This is an optimization exercise on Yosys and OpenROAD, whose aim is small area and a short achievable clock period, not a production implementation. The RTL was checked by simulation tests, not by an equivalence proof against the original design.

Design bfp_dot_product, start of the top module:
module bfp_dot_product (
    input  logic                    i_clk,
    input  logic                    i_reset_n,
    input  logic                    i_valid,
    input  logic [(8 + 16 * (3 + 1))-1:0] i_act,
    input  logic [(8 + 16 * (3 + 1))-1:0] i_weight,
    output logic                    o_valid,
    output logic [(1 + 8 + 23)-1:0]        o_result
);
    logic        v1, v2;
    logic [97:0] s1_r;
    logic [8:0] s1_exp;
    logic [18:0] cut;
    logic [18:0] s2_cut;
    logic [9:0]  s2_e0;
    logic [20:0] res;
    logic [20:0] s3_res;
    always_ff @(posedge i_clk or negedge i_reset_n) begin
        if (!i_reset_n) begin
            v1      <= 1'b0;
            v2      <= 1'b0;
            o_valid <= 1'b0;
        end else begin
            v1      <= i_valid;
            v2      <= v1;
            o_valid <= v2;
        end
    end
    bfp_product_array bfp_product_array_inst (
        .i_clk    (i_clk),
        .i_act    (i_act),
        .i_weight (i_weight),
        .o_r      (s1_r),
        .o_exp    (s1_exp)
    );
    bfp_adder_tree bfp_adder_tree_inst (
        .i_r      (s1_r),
        .o_cut   (cut)
    );
    always_ff @(posedge i_clk) begin
        s2_cut <= cut;
        s2_e0  <= {1'b0, s1_exp} - 10'd6;
    end
    fp_normalize fp_normalize_inst (
        .i_cut (s2_cut),
        .i_e0  (s2_e0),
        .o_res (res)
    );
    always_ff @(posedge i_clk) begin
        s3_res <= res;
    end
    logic kill, killf, inf;
    assign kill     = s3_res[20];
    assign killf    = s3_res[19];       
    assign inf      = s3_res[18];
    assign o_result = {s3_res[17] & ~kill,
                       (s3_res[16:9] | {8{inf}}) & ~{8{kill}},
                       s3_res[8:0] & ~{9{killf}},
                       14'h0};
endmodule
For scale: ~160 flip-flops, about 180 I/O pins, ~12000 sq um of cells after synthesis.
export LEC_CHECK = 0
export CAP_MARGIN = 20
export CORE_MARGIN = 2
export CORE_UTILIZATION = 40
export SLEW_MARGIN = 20
create_clock -name core_clock -period 10.5 [get_ports {i_clk}]
standard.sh (not shown) runs the stock make flow with config.mk's settings and CLKGATE_MAP_FILE= SYNTH_SCRIPT=/design/flow/synth_recipe.tcl, a recipe that flattens the netlist after the stock synthesis.
==> flow/flow/run.sh <==
#!/bin/bash
# Own layout flow: the standard ORFS flow, with these changes in how the layout is made:
#  - the port buffers are sky130_fd_sc_hd__buf_1 cells (buffer_ports picks a delay cell otherwise);
#  - synthesis skips the generic ABC pass inside Yosys's synth (SYNTH_ARGS=-noabc), so the
#    full adders are extracted from the design's own gates (fewer inverters); the script
#    is still synth_recipe.tcl, so registers keep their names and cell types;
#  - timing repair aims for extra setup slack (SETUP_SLACK_MARGIN), only on the worst endpoints;
#  - ABC maps for area (ABC_AREA=1), leaving speed to the timing repair;
#  - clock tree synthesis inserts no dummy loads (CTS_ARGS, otherwise ORFS's own arguments).
# The clock period and constraints are the standard flow's, unchanged.
set -euo pipefail
export BUFFER_PORTS_ARGS="-buffer_cell sky130_fd_sc_hd__buf_1"
export SYNTH_ARGS="-noabc"
export SETUP_SLACK_MARGIN=6.85
export TNS_END_PERCENT=${TNS:-5}
export ABC_AREA=1
export CTS_ARGS="-sink_clustering_enable -repair_clock_nets -dont_use_dummy_load"
bash standard.sh > standard.log 2>&1
The first run passed the timing, DRC and antenna checks.
Then changed:
--- a/flow/flow/run.sh
+++ b/flow/flow/run.sh
@@ -13,5 +13,5 @@
 export SYNTH_ARGS="-noabc"
 export SETUP_SLACK_MARGIN=6.85
-export TNS_END_PERCENT=${TNS:-5}
+export TNS_END_PERCENT=1
 export ABC_AREA=1
 export CTS_ARGS="-sink_clustering_enable -repair_clock_nets -dont_use_dummy_load"
What happened: Count of clock-buffer cells in the layout is unchanged. Worst hold slack does not change. Design area is unchanged. Register-to-register slack is about the same. Die area stays the same. First-iteration DRC count does not change. Wire length does not change.
Then changed:
--- a/flow/flow/run.sh
+++ b/flow/flow/run.sh
@@ -12,6 +12,6 @@
 export BUFFER_PORTS_ARGS="-buffer_cell sky130_fd_sc_hd__buf_1"
 export SYNTH_ARGS="-noabc"
-export SETUP_SLACK_MARGIN=6.85
-export TNS_END_PERCENT=1
+export SETUP_SLACK_MARGIN=7.0
+export TNS_END_PERCENT=${TNS:-5}
 export ABC_AREA=1
 export CTS_ARGS="-sink_clustering_enable -repair_clock_nets -dont_use_dummy_load"
Outcome:
- sequential share of layout area decreases by 0.24 points
- register-to-register slack improved by 0.07 ns
- routed wire length is higher slightly
- utilization goes up by 0.49 points
- worst hold slack is worse by 0.010 ns
Then changed:
--- a/flow/flow/run.sh
+++ b/flow/flow/run.sh
@@ -12,5 +12,5 @@
 export BUFFER_PORTS_ARGS="-buffer_cell sky130_fd_sc_hd__buf_1"
 export SYNTH_ARGS="-noabc"
-export SETUP_SLACK_MARGIN=7.0
+export SETUP_SLACK_MARGIN=6.9
 export TNS_END_PERCENT=${TNS:-5}
 export ABC_AREA=1
- The changed run passed the timing, DRC and antenna checks
- worst setup slack gets better by 0.035 ns
- worst hold slack is better by 0.015 ns
- routed wire length is higher by 0.76%
- final cell count hardly moves
- die area is unchanged
- via count increases by 1.0%
- utilization drops by 0.27 points
- area after synthesis stays the same

---

bfp_dot_product, a different RTL version from the one above (not shown whole).
For scale: ~1400 cells after synthesis, roughly 150 flip-flops, roughly 180 I/O pins.
==> flow/config.mk <==
export PLATFORM = sky130hd
export DESIGN_NAME = bfp_dot_product
export DESIGN_NICKNAME = bfp_dot_product
export VERILOG_FILES = /design/flow/design.v
export SDC_FILE = /design/flow/constraint.sdc
export NUM_CORES = 4
export LEC_CHECK = 0
export CAP_MARGIN = 20
export CORE_MARGIN = 2
export CORE_UTILIZATION = 40
export SLEW_MARGIN = 20
==> flow/constraint.sdc <==
create_clock -name core_clock -period 10.5 [get_ports {i_clk}]
set_input_delay 2.1000 -clock core_clock [delete_from_list [all_inputs] [get_ports {i_clk}]]
set_output_delay 2.1000 -clock core_clock [all_outputs]
set_load 0.01 [all_outputs]
==> flow/flow/run.sh <==
#!/bin/bash
# Own layout flow: the standard ORFS flow, with these changes in how the layout is made:
#  - the port buffers are sky130_fd_sc_hd__buf_1 cells (buffer_ports picks a delay cell otherwise);
#  - synthesis skips the generic ABC pass inside Yosys's synth (SYNTH_ARGS=-noabc), so the
#    full adders are extracted from the design's own gates (fewer inverters); the script
#    is still synth_recipe.tcl, so registers keep their names and cell types;
#  - timing repair aims for extra setup slack (SETUP_SLACK_MARGIN), only on the worst endpoints;
#  - ABC maps for area (ABC_AREA=1), leaving speed to the timing repair;
#  - clock tree synthesis inserts no dummy loads (CTS_ARGS, otherwise ORFS's own arguments).
# The clock period and constraints are the standard flow's, unchanged.
set -euo pipefail
export BUFFER_PORTS_ARGS="-buffer_cell sky130_fd_sc_hd__buf_1"
export SYNTH_ARGS="-noabc"
export SETUP_SLACK_MARGIN=7.15
export TNS_END_PERCENT=${TNS:-5}
export ABC_AREA=1
export CTS_ARGS="-sink_clustering_enable -repair_clock_nets -dont_use_dummy_load"
bash standard.sh > standard.log 2>&1
The baseline produced a clean layout.
Change:
==> flow/flow/run.sh (replaced) <==
#!/bin/bash
# Own layout flow: the standard ORFS flow, with these changes in how the layout is made:
#  - the port buffers are sky130_fd_sc_hd__buf_1 cells (buffer_ports picks a delay cell otherwise);
#  - synthesis skips the generic ABC pass inside Yosys's synth (SYNTH_ARGS=-noabc), so the
#    full adders are extracted from the design's own gates (fewer inverters); the script
#    is still synth_recipe.tcl, so registers keep their names and cell types;
#  - timing repair aims for extra setup slack (SETUP_SLACK_MARGIN), only on the worst endpoints.
# The clock period and constraints are the standard flow's, unchanged.
set -euo pipefail
export BUFFER_PORTS_ARGS="-buffer_cell sky130_fd_sc_hd__buf_1"
export SYNTH_ARGS="-noabc"
export SETUP_SLACK_MARGIN=7.1
export TNS_END_PERCENT=20
export ABC_AREA=1
bash standard.sh > standard.log 2>&1
After rerunning:
- maximum frequency increases by 0.97%
- core utilization increases by 1.2 points

separate check: timing with driven ports:
The flow's constraints put no driver on any port. The routed layouts listed below were extracted and timed again, unchanged, in two steps. Step 1 sets driving cells, clkbuf_16 on the clock port and buf_2 on the other inputs (assumed; they add their load-dependent delay and slew). Step 2 moves the port delays by t, midway between the first and last clock arrival at a register: inputs arrive t later, outputs are due t later. That takes back most of the time a late clock gives input paths. a / b / c = ideal ports / drivers / drivers and shift; a / b = the first two.
run | shift t [ns] | setup WS [ns] | clock arrival spread, ns | slew at the worst register clock pin (ns)
the first run of note 1 | 0.480 | 7.016 / 7.042 / 6.562 | 0.038 / 0.038 | 0.08 / 0.08
the second run of note 1 | 0.480 | 7.016 / 7.042 / 6.562 | 0.038 / 0.038 | 0.08 / 0.08
the third run of note 1 | 0.462 | 7.009 / 7.034 / 6.572 | 0.041 / 0.041 | 0.08 / 0.08
the fourth run of note 1 | 0.468 | 7.045 / 7.047 / 6.605 | 0.042 / 0.042 | 0.08 / 0.08
the first run of note 2 | 0.468 | 7.044 / 7.072 / 6.604 | 0.035 / 0.034 | 0.08 / 0.08
the second run of note 2 | 0.479 | 7.077 / 7.107 / 6.628 | 0.012 / 0.012 | 0.07 / 0.07
After both steps every run listed still meets setup and hold.
